From an optimization exercise on the open Yosys and OpenROAD flow, aimed at small area, a short achievable clock period and few clock cycles per item; shortcuts taken in it are not production practice.

==> 11-02 <==
## fc_layer_top
module fc_layer_top (
    input  wire logic              clk,
    input  wire logic              rstn,
    input  wire logic              in_valid,
    input  wire logic [WORD_W-1:0] in_data,
    output logic                   out_valid,
    output logic      [WORD_W-1:0] out_data
);
    localparam int SW = 19;
    function automatic logic [7:0] quant(input logic [SW-1:0] x);
        if ((x[SW-1:15] == '0) || (x[SW-1:15] == '1)) quant = x[15:8];
        else quant = x[SW-1] ? 8'h80 : 8'h7F;
    endfunction
    logic        vq;
    logic [31:0] dq;
    logic [3:0]  cnt;       
    logic [3:0]  nidx;      
    logic        ldq, wtq, finq;
    assign nidx = !vq ? cnt : (cnt == 4'd10) ? 4'd0 : cnt + 4'd1;
    always_ff @(posedge clk) dq <= in_valid ? in_data : '0;
    always_ff @(posedge clk or negedge rstn) begin
        if (!rstn) begin
            vq   <= 1'b0;
            cnt  <= '0;
            ldq  <= 1'b0;
            wtq  <= 1'b0;
            finq <= 1'b0;
        end else begin
            vq   <= in_valid;
            cnt  <= nidx;
            ldq  <= in_valid && (nidx < 4'd2);
            wtq  <= in_valid && (nidx >= 4'd2) && (nidx <= 4'd9);
            finq <= in_valid && (nidx == 4'd10);
        end
    end
    logic [31:0] fhi, fhi_d;
    logic [47:0] flo, flo_d;
    always_comb begin
        for (int b = 0; b < 4; b++) begin
            for (int i = 0; i < 4; i++) begin
                logic f2, f1, f0;
                f2 = fhi[8*b+2*i+1];
                f1 = fhi[8*b+2*i];
                f0 = (i == 0) ? 1'b0 : fhi[8*b+2*i-1];
                flo_d[12*b+3*i]   = f1 ^ f0;
                flo_d[12*b+3*i+1] = (f2 & !f1 & !f0) | (!f2 & f1 & f0);
                flo_d[12*b+3*i+2] = f2;
                fhi_d[8*b+2*i+1] = flo[12*b+3*i+2];
                fhi_d[8*b+2*i]   = flo[12*b+3*i] ^ ((i == 0) ? 1'b0 : flo[12*b+3*i-1]);
            end
        end
    end
    always_ff @(posedge clk) begin
        if (ldq || wtq) begin
            flo <= flo_d;
            fhi <= ldq ? dq : fhi_d;
        end
    end
    logic [SW-1:0] s_d, c_d, cs_s, cs_c;
    fc_dot4_cs u_dot (
        .bd (flo),
        .w  (dq),
        .s  (s_d),
        .c  (c_d)
    );
    always_ff @(posedge clk) begin
        cs_s <= s_d;
        cs_c <= c_d;
  ...
==> flow/config.mk <==
export PLATFORM = sky130hd
export DESIGN_NAME = fc_layer_top
export DESIGN_NICKNAME = fc_layer_top
export VERILOG_FILES = /design/flow/design.v
export SDC_FILE = /design/flow/constraint.sdc
export NUM_CORES = 4
export LEC_CHECK = 0
export ABC_CLOCK_PERIOD_IN_PS = 4000
export CAP_MARGIN = 20
export CORE_MARGIN = 2
export CORE_UTILIZATION = 55
export CTS_BUF_LIST = sky130_fd_sc_hd__clkbuf_8
export PLACE_DENSITY = 0.6
export SETUP_SLACK_MARGIN = 5
export SLEW_MARGIN = 20
==> flow/constraint.sdc <==
create_clock -name core_clock -period 9.0 [get_ports {clk}]
set_input_delay 1.8000 -clock core_clock [delete_from_list [all_inputs] [get_ports {clk}]]
set_output_delay 1.8000 -clock core_clock [all_outputs]
set_load 0.01 [all_outputs]
run.sh (not shown) runs the stock make flow with config.mk's settings and CLKGATE_MAP_FILE= SYNTH_SCRIPT=/design/flow/synth_recipe.tcl, a recipe that flattens the netlist after the stock synthesis.
==> 10-15: changes against 11-02 <==
Settings changed: ABC_AREA from default to 1, ABC_CLOCK_PERIOD_IN_PS 4000 to default.
==> 07-11: changes against 11-02 <==
Settings changed: ABC_CLOCK_PERIOD_IN_PS 4000 to default, CORE_UTILIZATION 55 to 40, CTS_BUF_LIST sky130_fd_sc_hd__clkbuf_8 to default, PLACE_DENSITY 0.6 to 0.5.
==> 07-17: changes against 11-02 <==
Settings changed: ABC_CLOCK_PERIOD_IN_PS 4000 to default.
==> impl_metrics.py <==
metrics = {
    "status": {
        "status": "finished clean",
    },
    "cts": {
        "numCtsBuffers": 43,
        "clockRootBuffer": "clkbuf_8",
    },
    "grt": {
        "grt.met3_usage": 0.0492,
    },
    "critical_path": {
        "timing.rr.end": "cs_s[10]",
    },
    "min_path": {
        "hold-path-endpoint": "flo[12]",
    },
    "placement": {
        "gp_congestion": 0.948,
    },
    "yosys": {
        "synth_compound_area_frac": 0.0936,
    },
    "timing": {
        "worst_pin_slew_ns": 1.08,
    },
}
[end of results for 10-15]
==> impl_metrics.py <==
metrics = {
    "timing": {
        "worst_pin_slew_ns": 0.870,
    },
    "status": {
        "status": "finished clean",
    },
    "yosys": {
        "synth_compound_area_frac": 0.135,
    },
    "cts": {
        "clockRootBuffer": "clkbuf_8",
    },
    "min_path": {
        "hold-path-endpoint": "flo[24]",
    },
    "placement": {
        "gp_congestion": 0.960,
    },
    "grt": {
        "grt.met3_usage": 0.0434,
    },
}
[end of results for 07-17]
==> impl_metrics.py <==
metrics = {
    "placement": {
        "place_area_sq_um": 19800,
        "gp_congestion": 0.892,
    },
    "grt": {
        "grt.met3_usage": 0.0269,
    },
    "timing": {
        "worst_pin_slew_ns": 1.00,
    },
    "min_path": {
        "hold-path-endpoint": "flo[24]",
    },
    "cts": {
        "clockRootBuffer": "clkbuf_16",
    },
    "yosys": {
        "synth_compound_area_frac": 0.135,
    },
    "status": {
        "status": "finished clean",
    },
    "floorplan": {
        "dieArea_sq_um": 48400,
    },
}
[end of results for 07-11]
==> impl_metrics.py <==
metrics = {
    "status": {
        "status": "finished clean",
    },
    "critical_path": {
        "timing.rr.end": "cs_s[7]",
    },
    "grt": {
        "grt.met3_usage": 0.0434,
    },
    "min_path": {
        "hold-path-endpoint": "flo[24]",
    },
    "cts": {
        "clockRootBuffer": "clkbuf_8",
    },
    "timing": {
        "worst_pin_slew_ns": 0.870,
    },
}
[end of results for 11-02]
No functional check of the RTL was part of any run of this note.

==> what the ideal ports hide <==
How much do the figures lean on ideal ports? The routed layouts below were timed once more, with nothing changed but the port constraints. Step 1 (the two cells are an assumption about what drives the block):
set clk [get_ports {clk}]
set_driving_cell -lib_cell sky130_fd_sc_hd__clkbuf_16 $clk
set_driving_cell -lib_cell sky130_fd_sc_hd__buf_2 [delete_from_list [all_inputs] $clk]
Step 2 moves the port delays by t, midway between the first and last clock arrival at a register: inputs arrive t later, outputs are due t later. That takes back most of the time a late clock gives input paths. Slacks: ideal ports / drivers / drivers and shift; pairs: ideal ports / drivers.
run | shift t [ns] | slack for setup (ns) | latest minus earliest clock arrival (ns) | pins driven straight from the clock port
11-02 | 0.623 | 4.841 / 4.841 / 4.841 | 0.026 / 0.027 | 1
10-15 | 0.667 | 4.855 / 4.855 / 4.855 | 0.040 / 0.040 | 1
07-11 | 0.625 | 4.836 / 4.836 / 4.836 | 0.014 / 0.015 | 1
07-17 | 0.623 | 4.841 / 4.841 / 4.841 | 0.026 / 0.027 | 1
After both steps setup and hold are still met in every run listed.
